What follows belongs to an exercise in optimizing a design on an open flow for small area, a short achievable clock period and few clock cycles per item; a production flow would make more cautious choices.
Where RTL was checked, it was by simulation tests only, not by an equivalence proof against the original.

==> v1: inputs <==
==> flow/design.v (excerpt) <==
module modular_exponentiation_top #(
  parameter int unsigned EXP_WIDTH = 64
) (
  input  wire          clk_i,
  input  wire          rst_ni,
  input  wire          s_axis_tvalid,
  output logic         s_axis_tready,
  input  wire  [127:0] s_axis_tdata,    
  output logic         m_axis_tvalid,
  input  wire          m_axis_tready,
  output logic [31:0]  m_axis_tdata,    
  input  wire          cfg_valid_i,
  output logic         cfg_ready_o,
  input  wire  [30:0]  cfg_data_i       
);
Settings: LEC_CHECK=0, CAP_MARGIN=20, CORE_MARGIN=2, CORE_UTILIZATION=40, SLEW_MARGIN=20; clock period 10.0 ns.
standard.sh (not shown) runs the stock make flow with config.mk's settings and CLKGATE_MAP_FILE= SYNTH_SCRIPT=/design/flow/synth_recipe.tcl, a recipe that flattens the netlist after the stock synthesis.
==> flow/flow/run.sh <==
#!/bin/bash
# Standard ORFS layout (the standard.sh, standard synthesis) with a larger
# setup margin for timing repair; make's output goes to make_finish.log.
set -euo pipefail
bash standard.sh SETUP_SLACK_MARGIN=6 finish > make_finish.log 2>&1
==> v25 (differences from v1) <==
--- a/flow/design.v
+++ b/flow/design.v
@@ -21,50 +21,31 @@
   localparam logic [3:0] StOne  = 4'd15;   
   typedef logic [ModW-1:0] mod_t;
 endpackage
 `default_nettype wire
 `default_nettype none
 module modexp_mulser (
-  input  wire  [7:0] s_i,         
-  input  wire  [7:0] c_i,         
+  input  wire  [7:0] est_i,
   input  wire  [2:0] mbin_i,
   output logic [7:0] t_o
 );
-  logic [7:0] th [8];
-  logic [7:0] raw;
-  always_comb begin
-    th[0] = (mbin_i == 3'd0) ? 8'he2 : (mbin_i == 3'd1) ? 8'hde : (mbin_i == 3'd2) ? 8'hdb : (mbin_i == 3'd3) ? 8'hd7 : (mbin_i == 3'd4) ? 8'hd4 : (mbin_i == 3'd5) ? 8'hd0 : (mbin_i == 3'd6) ? 8'hcd : 8'hc9;
-    th[1] = (mbin_i == 3'd0) ? 8'hea : (mbin_i == 3'd1) ? 8'he8 : (mbin_i == 3'd2) ? 8'he5 : (mbin_i == 3'd3) ? 8'he3 : (mbin_i == 3'd4) ? 8'he0 : (mbin_i == 3'd5) ? 8'hde : (mbin_i == 3'd6) ? 8'hdb : 8'hd9;
-    th[2] = (mbin_i == 3'd0) ? 8'hf3 : (mbin_i == 3'd1) ? 8'hf1 : (mbin_i == 3'd2) ? 8'hf0 : (mbin_i == 3'd3) ? 8'hee : (mbin_i == 3'd4) ? 8'hed : (mbin_i == 3'd5) ? 8'heb : (mbin_i == 3'd6) ? 8'hea : 8'he8;
-    th[3] = (mbin_i == 3'd0) ? 8'hfb : (mbin_i == 3'd1) ? 8'hfb : (mbin_i == 3'd2) ? 8'hfa : (mbin_i == 3'd3) ? 8'hfa : (mbin_i == 3'd4) ? 8'hf9 : (mbin_i == 3'd5) ? 8'hf9 : (mbin_i == 3'd6) ? 8'hf8 : 8'hf8;
-    th[4] = (mbin_i == 3'd0) ? 8'h04 : (mbin_i == 3'd1) ? 8'h04 : (mbin_i == 3'd2) ? 8'h05 : (mbin_i == 3'd3) ? 8'h05 : (mbin_i == 3'd4) ? 8'h06 : (mbin_i == 3'd5) ? 8'h06 : (mbin_i == 3'd6) ? 8'h07 : 8'h07;
-    th[5] = (mbin_i == 3'd0) ? 8'h0c : (mbin_i == 3'd1) ? 8'h0e : (mbin_i == 3'd2) ? 8'h0f : (mbin_i == 3'd3) ? 8'h11 : (mbin_i == 3'd4) ? 8'h12 : (mbin_i == 3'd5) ? 8'h14 : (mbin_i == 3'd6) ? 8'h15 : 8'h17;
-    th[6] = (mbin_i == 3'd0) ? 8'h15 : (mbin_i == 3'd1) ? 8'h17 : (mbin_i == 3'd2) ? 8'h1a : (mbin_i == 3'd3) ? 8'h1c : (mbin_i == 3'd4) ? 8'h1f : (mbin_i == 3'd5) ? 8'h21 : (mbin_i == 3'd6) ? 8'h24 : 8'h26;
-    th[7] = (mbin_i == 3'd0) ? 8'h1d : (mbin_i == 3'd1) ? 8'h21 : (mbin_i == 3'd2) ? 8'h24 : (mbin_i == 3'd3) ? 8'h28 : (mbin_i == 3'd4) ? 8'h2b : (mbin_i == 3'd5) ? 8'h2f : (mbin_i == 3'd6) ? 8'h32 : 8'h36;
-  end
-  always_comb begin
-    for (int k = 0; k < 8; k++) begin
-      logic [7:0] x, y, z, g, p;
-      z = ~th[k];
-      x = s_i ^ c_i ^ z;
-      y = {((s_i[6:0] & c_i[6:0]) | (s_i[6:0] & z[6:0]) | (c_i[6:0] & z[6:0])), 1'b1};
-      g = x & y;
-      p = x ^ y;
-      for (int d = 1; d < 8; d = d * 2) begin
-        for (int i = 6; i >= d; i--) begin
-          g[i] = g[i] | (p[i] & g[i-d]);
-          p[i] = p[i] & p[i-d];
-        end
-      end
-      raw[k] = !(x[7] ^ y[7] ^ g[6]);
-    end
-  end
-  always_comb begin
-    t_o    = raw;
-    t_o[0] = raw[0] | raw[4];
-    t_o[7] = raw[7] & raw[3];
+  logic signed [7:0] est;
+  logic signed [7:0] th [8];
+  assign est = est_i;
+  always_comb begin
+    th[0] = (mbin_i == 3'd0) ? -8'sd30 : (mbin_i == 3'd1) ? -8'sd34 : (mbin_i == 3'd2) ? -8'sd37 : (mbin_i == 3'd3) ? -8'sd41 : (mbin_i == 3'd4) ? -8'sd44 : (mbin_i == 3'd5) ? -8'sd48 : (mbin_i == 3'd6) ? -8'sd51 : -8'sd55;
+    th[1] = (mbin_i == 3'd0) ? -8'sd22 : (mbin_i == 3'd1) ? -8'sd24 : (mbin_i == 3'd2) ? -8'sd27 : (mbin_i == 3'd3) ? -8'sd29 : (mbin_i == 3'd4) ? -8'sd32 : (mbin_i == 3'd5) ? -8'sd34 : (mbin_i == 3'd6) ? -8'sd37 : -8'sd39;
+    th[2] = (mbin_i == 3'd0) ? -8'sd13 : (mbin_i == 3'd1) ? -8'sd15 : (mbin_i == 3'd2) ? -8'sd16 : (mbin_i == 3'd3) ? -8'sd18 : (mbin_i == 3'd4) ? -8'sd19 : (mbin_i == 3'd5) ? -8'sd21 : (mbin_i == 3'd6) ? -8'sd22 : -8'sd24;
+    th[3] = (mbin_i == 3'd0) ? -8'sd5 : (mbin_i == 3'd1) ? -8'sd5 : (mbin_i == 3'd2) ? -8'sd6 : (mbin_i == 3'd3) ? -8'sd6 : (mbin_i == 3'd4) ? -8'sd7 : (mbin_i == 3'd5) ? -8'sd7 : (mbin_i == 3'd6) ? -8'sd8 : -8'sd8;
+    th[4] = (mbin_i == 3'd0) ? 8'sd4 : (mbin_i == 3'd1) ? 8'sd4 : (mbin_i == 3'd2) ? 8'sd5 : (mbin_i == 3'd3) ? 8'sd5 : (mbin_i == 3'd4) ? 8'sd6 : (mbin_i == 3'd5) ? 8'sd6 : (mbin_i == 3'd6) ? 8'sd7 : 8'sd7;
+    th[5] = (mbin_i == 3'd0) ? 8'sd12 : (mbin_i == 3'd1) ? 8'sd14 : (mbin_i == 3'd2) ? 8'sd15 : (mbin_i == 3'd3) ? 8'sd17 : (mbin_i == 3'd4) ? 8'sd18 : (mbin_i == 3'd5) ? 8'sd20 : (mbin_i == 3'd6) ? 8'sd21 : 8'sd23;
+    th[6] = (mbin_i == 3'd0) ? 8'sd21 : (mbin_i == 3'd1) ? 8'sd23 : (mbin_i == 3'd2) ? 8'sd26 : (mbin_i == 3'd3) ? 8'sd28 : (mbin_i == 3'd4) ? 8'sd31 : (mbin_i == 3'd5) ? 8'sd33 : (mbin_i == 3'd6) ? 8'sd36 : 8'sd38;
+    th[7] = (mbin_i == 3'd0) ? 8'sd29 : (mbin_i == 3'd1) ? 8'sd33 : (mbin_i == 3'd2) ? 8'sd36 : (mbin_i == 3'd3) ? 8'sd40 : (mbin_i == 3'd4) ? 8'sd43 : (mbin_i == 3'd5) ? 8'sd47 : (mbin_i == 3'd6) ? 8'sd50 : 8'sd54;
+  end
+  for (genvar k = 0; k < 8; k++) begin : g_t
+    assign t_o[k] = (est >= th[k]);
   end
 endmodule
 `default_nettype wire
 `default_nettype none
 module modular_exponentiation_top #(
   parameter int unsigned EXP_WIDTH = 64
@@ -107,26 +88,27 @@
   assign cfg_ready_o   = 1'b1;
   assign s_axis_tready = acc_q;
   assign m_axis_tvalid = ovld_q;
   assign m_axis_tdata  = {1'b0, r_q[30:0]};
   logic        red;
   logic [7:0]  t_tab, t;
+  logic [7:0]  est;
   logic [31:0] y;
   logic        b_one, b_two, b_neg;
   logic [34:0] ysx, ymag, xy;
   logic [34:0] s4, c4, s1, c1, s3, c3;
   logic [34:0] row;
   logic [32:0] mag, m3_q;         
   logic        q_1, q_2, q_3, q_4, q_p;
   logic [34:0] sum;
   logic [31:0] r_new;
   assign red     = (st_q == modexp_pkg::StRed) || (st_q == modexp_pkg::StRedR) ||
                    (st_q == modexp_pkg::StOne) || (st_q == modexp_pkg::StZero);
+  assign est = s_q[34:27] + c_q[34:27];
   modexp_mulser u_qsel (
-    .s_i   (s_q[34:27]),
-    .c_i   (c_q[34:27]),
+    .est_i (est),
     .mbin_i(mbin_q),
     .t_o   (t_tab)
   );
   always_comb begin
     if (first_q)                         t = 8'b0000_1111;
     else if (st_q != modexp_pkg::StCor2) t = t_tab;
==> flow/flow/run.sh (replaced) <==
#!/bin/bash
# Standard ORFS layout (the standard.sh, standard synthesis) with a larger
# setup margin for timing repair; make's output goes to make_finish.log.
set -euo pipefail
bash standard.sh SETUP_SLACK_MARGIN=7 finish > make_finish.log 2>&1
==> v9 (differences from v1) <==
--- a/flow/design.v
+++ b/flow/design.v
@@ -21,50 +21,31 @@
   localparam logic [3:0] StOne  = 4'd15;   
   typedef logic [ModW-1:0] mod_t;
 endpackage
 `default_nettype wire
 `default_nettype none
 module modexp_mulser (
-  input  wire  [7:0] s_i,         
-  input  wire  [7:0] c_i,         
+  input  wire  [7:0] est_i,
   input  wire  [2:0] mbin_i,
   output logic [7:0] t_o
 );
-  logic [7:0] th [8];
-  logic [7:0] raw;
-  always_comb begin
-    th[0] = (mbin_i == 3'd0) ? 8'he2 : (mbin_i == 3'd1) ? 8'hde : (mbin_i == 3'd2) ? 8'hdb : (mbin_i == 3'd3) ? 8'hd7 : (mbin_i == 3'd4) ? 8'hd4 : (mbin_i == 3'd5) ? 8'hd0 : (mbin_i == 3'd6) ? 8'hcd : 8'hc9;
-    th[1] = (mbin_i == 3'd0) ? 8'hea : (mbin_i == 3'd1) ? 8'he8 : (mbin_i == 3'd2) ? 8'he5 : (mbin_i == 3'd3) ? 8'he3 : (mbin_i == 3'd4) ? 8'he0 : (mbin_i == 3'd5) ? 8'hde : (mbin_i == 3'd6) ? 8'hdb : 8'hd9;
-    th[2] = (mbin_i == 3'd0) ? 8'hf3 : (mbin_i == 3'd1) ? 8'hf1 : (mbin_i == 3'd2) ? 8'hf0 : (mbin_i == 3'd3) ? 8'hee : (mbin_i == 3'd4) ? 8'hed : (mbin_i == 3'd5) ? 8'heb : (mbin_i == 3'd6) ? 8'hea : 8'he8;
-    th[3] = (mbin_i == 3'd0) ? 8'hfb : (mbin_i == 3'd1) ? 8'hfb : (mbin_i == 3'd2) ? 8'hfa : (mbin_i == 3'd3) ? 8'hfa : (mbin_i == 3'd4) ? 8'hf9 : (mbin_i == 3'd5) ? 8'hf9 : (mbin_i == 3'd6) ? 8'hf8 : 8'hf8;
-    th[4] = (mbin_i == 3'd0) ? 8'h04 : (mbin_i == 3'd1) ? 8'h04 : (mbin_i == 3'd2) ? 8'h05 : (mbin_i == 3'd3) ? 8'h05 : (mbin_i == 3'd4) ? 8'h06 : (mbin_i == 3'd5) ? 8'h06 : (mbin_i == 3'd6) ? 8'h07 : 8'h07;
-    th[5] = (mbin_i == 3'd0) ? 8'h0c : (mbin_i == 3'd1) ? 8'h0e : (mbin_i == 3'd2) ? 8'h0f : (mbin_i == 3'd3) ? 8'h11 : (mbin_i == 3'd4) ? 8'h12 : (mbin_i == 3'd5) ? 8'h14 : (mbin_i == 3'd6) ? 8'h15 : 8'h17;
-    th[6] = (mbin_i == 3'd0) ? 8'h15 : (mbin_i == 3'd1) ? 8'h17 : (mbin_i == 3'd2) ? 8'h1a : (mbin_i == 3'd3) ? 8'h1c : (mbin_i == 3'd4) ? 8'h1f : (mbin_i == 3'd5) ? 8'h21 : (mbin_i == 3'd6) ? 8'h24 : 8'h26;
-    th[7] = (mbin_i == 3'd0) ? 8'h1d : (mbin_i == 3'd1) ? 8'h21 : (mbin_i == 3'd2) ? 8'h24 : (mbin_i == 3'd3) ? 8'h28 : (mbin_i == 3'd4) ? 8'h2b : (mbin_i == 3'd5) ? 8'h2f : (mbin_i == 3'd6) ? 8'h32 : 8'h36;
-  end
-  always_comb begin
-    for (int k = 0; k < 8; k++) begin
-      logic [7:0] x, y, z, g, p;
-      z = ~th[k];
-      x = s_i ^ c_i ^ z;
-      y = {((s_i[6:0] & c_i[6:0]) | (s_i[6:0] & z[6:0]) | (c_i[6:0] & z[6:0])), 1'b1};
-      g = x & y;
-      p = x ^ y;
-      for (int d = 1; d < 8; d = d * 2) begin
-        for (int i = 6; i >= d; i--) begin
-          g[i] = g[i] | (p[i] & g[i-d]);
-          p[i] = p[i] & p[i-d];
-        end
-      end
-      raw[k] = !(x[7] ^ y[7] ^ g[6]);
-    end
-  end
-  always_comb begin
-    t_o    = raw;
-    t_o[0] = raw[0] | raw[4];
-    t_o[7] = raw[7] & raw[3];
+  logic signed [7:0] est;
+  logic signed [7:0] th [8];
+  assign est = est_i;
+  always_comb begin
+    th[0] = (mbin_i == 3'd0) ? -8'sd30 : (mbin_i == 3'd1) ? -8'sd34 : (mbin_i == 3'd2) ? -8'sd37 : (mbin_i == 3'd3) ? -8'sd41 : (mbin_i == 3'd4) ? -8'sd44 : (mbin_i == 3'd5) ? -8'sd48 : (mbin_i == 3'd6) ? -8'sd51 : -8'sd55;
+    th[1] = (mbin_i == 3'd0) ? -8'sd22 : (mbin_i == 3'd1) ? -8'sd24 : (mbin_i == 3'd2) ? -8'sd27 : (mbin_i == 3'd3) ? -8'sd29 : (mbin_i == 3'd4) ? -8'sd32 : (mbin_i == 3'd5) ? -8'sd34 : (mbin_i == 3'd6) ? -8'sd37 : -8'sd39;
+    th[2] = (mbin_i == 3'd0) ? -8'sd13 : (mbin_i == 3'd1) ? -8'sd15 : (mbin_i == 3'd2) ? -8'sd16 : (mbin_i == 3'd3) ? -8'sd18 : (mbin_i == 3'd4) ? -8'sd19 : (mbin_i == 3'd5) ? -8'sd21 : (mbin_i == 3'd6) ? -8'sd22 : -8'sd24;
+    th[3] = (mbin_i == 3'd0) ? -8'sd5 : (mbin_i == 3'd1) ? -8'sd5 : (mbin_i == 3'd2) ? -8'sd6 : (mbin_i == 3'd3) ? -8'sd6 : (mbin_i == 3'd4) ? -8'sd7 : (mbin_i == 3'd5) ? -8'sd7 : (mbin_i == 3'd6) ? -8'sd8 : -8'sd8;
+    th[4] = (mbin_i == 3'd0) ? 8'sd4 : (mbin_i == 3'd1) ? 8'sd4 : (mbin_i == 3'd2) ? 8'sd5 : (mbin_i == 3'd3) ? 8'sd5 : (mbin_i == 3'd4) ? 8'sd6 : (mbin_i == 3'd5) ? 8'sd6 : (mbin_i == 3'd6) ? 8'sd7 : 8'sd7;
+    th[5] = (mbin_i == 3'd0) ? 8'sd12 : (mbin_i == 3'd1) ? 8'sd14 : (mbin_i == 3'd2) ? 8'sd15 : (mbin_i == 3'd3) ? 8'sd17 : (mbin_i == 3'd4) ? 8'sd18 : (mbin_i == 3'd5) ? 8'sd20 : (mbin_i == 3'd6) ? 8'sd21 : 8'sd23;
+    th[6] = (mbin_i == 3'd0) ? 8'sd21 : (mbin_i == 3'd1) ? 8'sd23 : (mbin_i == 3'd2) ? 8'sd26 : (mbin_i == 3'd3) ? 8'sd28 : (mbin_i == 3'd4) ? 8'sd31 : (mbin_i == 3'd5) ? 8'sd33 : (mbin_i == 3'd6) ? 8'sd36 : 8'sd38;
+    th[7] = (mbin_i == 3'd0) ? 8'sd29 : (mbin_i == 3'd1) ? 8'sd33 : (mbin_i == 3'd2) ? 8'sd36 : (mbin_i == 3'd3) ? 8'sd40 : (mbin_i == 3'd4) ? 8'sd43 : (mbin_i == 3'd5) ? 8'sd47 : (mbin_i == 3'd6) ? 8'sd50 : 8'sd54;
+  end
+  for (genvar k = 0; k < 8; k++) begin : g_t
+    assign t_o[k] = (est >= th[k]);
   end
 endmodule
 `default_nettype wire
 `default_nettype none
 module modular_exponentiation_top #(
   parameter int unsigned EXP_WIDTH = 64
@@ -107,26 +88,27 @@
   assign cfg_ready_o   = 1'b1;
   assign s_axis_tready = acc_q;
   assign m_axis_tvalid = ovld_q;
   assign m_axis_tdata  = {1'b0, r_q[30:0]};
   logic        red;
   logic [7:0]  t_tab, t;
+  logic [7:0]  est;
   logic [31:0] y;
   logic        b_one, b_two, b_neg;
   logic [34:0] ysx, ymag, xy;
   logic [34:0] s4, c4, s1, c1, s3, c3;
   logic [34:0] row;
   logic [32:0] mag, m3_q;         
   logic        q_1, q_2, q_3, q_4, q_p;
   logic [34:0] sum;
   logic [31:0] r_new;
   assign red     = (st_q == modexp_pkg::StRed) || (st_q == modexp_pkg::StRedR) ||
                    (st_q == modexp_pkg::StOne) || (st_q == modexp_pkg::StZero);
+  assign est = s_q[34:27] + c_q[34:27];
   modexp_mulser u_qsel (
-    .s_i   (s_q[34:27]),
-    .c_i   (c_q[34:27]),
+    .est_i (est),
     .mbin_i(mbin_q),
     .t_o   (t_tab)
   );
   always_comb begin
     if (first_q)                         t = 8'b0000_1111;
     else if (st_q != modexp_pkg::StCor2) t = t_tab;
--- a/flow/config.mk
+++ b/flow/config.mk
@@ -5,7 +5,8 @@
 export SDC_FILE = /design/flow/constraint.sdc
 export NUM_CORES = 4
 export LEC_CHECK = 0
 export CAP_MARGIN = 20
 export CORE_MARGIN = 2
 export CORE_UTILIZATION = 40
+export PLACE_DENSITY = 0.5
 export SLEW_MARGIN = 20
==> summary of the runs <==
v9 finished with timing, DRC and antenna clean. v1 went through all stages and came out clean. v25 finished clean.
Final area, highest first: v1, v25, v9.
In v25 the register-to-register slack is worse than in v1, by 0.09 ns.
Clock-buffer cell count: v1 > v25 > v9.
In core utilization, v9 and v1 hardly differ.
Clock skew: v9 < v1 < v25.
First-iteration DRC count, highest first: v1, v25, v9.
Critical path depth: v1 < v9 < v25.
==> figures <==
Status: v1 complete, no violations; v25 complete, no violations; v9 complete, no violations
Met2 track utilization from global routing: v1 35.7%; v25 35.5%; v9 35.5%
Ratio of layout area to synthesized area: v1 1.236x; v25 1.302x; v9 1.232x
Worst hold path depth: v1 0; v25 2; v9 2
Pin count of the biggest net entering global routing: v1 71; v25 65; v9 65
Net total in the final layout: v1 2739; v25 2519; v9 2429
Required arrival time at the worst endpoint: v1 10.44 ns; v25 10.44 ns; v9 10.45 ns
Routed wire length: v1 57.0 mm; v25 53.6 mm; v9 51.6 mm
Post-detailed-route wirelength per cell: v1 18.9 microns; v25 19.3 microns; v9 19.2 microns
Weighted congestion at the end of routability-driven global placement: v1 0.914; v25 0.869; v9 0.886
Min Hold Slack: v1 0.492 ns; v25 0.483 ns; v9 0.472 ns
Placement-stage worst setup slack: v1 4.89 ns; v25 4.99 ns; v9 4.34 ns
Placed instance area: v1 0.0221 sq mm; v25 0.0205 sq mm; v9 0.0201 sq mm
Number of non-clock buffers in the layout: v1 265; v25 342; v9 253
Library cell with the highest instance count after synthesis: v1 inv_1; v25 a21oi_1; v9 a21oi_1
Pin slew with the least headroom to its limit: v1 1.04 ns; v25 0.884 ns; v9 1.07 ns
Critical path depth in cells: v1 14; v25 17; v9 16
Multi-input combinational cell count: v1 1631; v25 1471; v9 1469
Post-cts resize count: v1 144; v25 484; v9 79
Testbench counts of v25, summed over its fixed seeds: cycles 179,520, items 192.
Testbench counts of v9, summed over its fixed seeds: cycles 179,520, items 192.
For v1, only the layout was checked, not whether the RTL still works.

separate check: timing with driven ports:
How much do the figures lean on ideal ports? The routed layouts below were timed once more, with nothing changed but the port constraints. Step 1 (the two cells are an assumption about what drives the block):
set clk [get_ports {clk_i}]
set_driving_cell -lib_cell sky130_fd_sc_hd__clkbuf_16 $clk
set_driving_cell -lib_cell sky130_fd_sc_hd__buf_2 [delete_from_list [all_inputs] $clk]
Step 2 moves the port delays by t, midway between the first and last clock arrival at a register: inputs arrive t later, outputs are due t later. That takes back most of the time a late clock gives input paths. Slacks: ideal / step 1 / step 2; pairs: ideal / step 1.
run | t (ns) | setup slack, ns | clock arrival spread, ns
v1 | 0.604 | 5.812 / 5.812 / 5.514 | 0.022 / 0.022
v25 | 0.601 | 5.718 / 5.718 / 5.718 | 0.026 / 0.026
v9 | 0.611 | 5.732 / 5.732 / 5.587 | 0.020 / 0.019
After both steps setup and hold are still met in every run listed. The setup slack of v1, which loses most, moves by 0.000 ns with the drivers and by -0.298 ns with both steps.
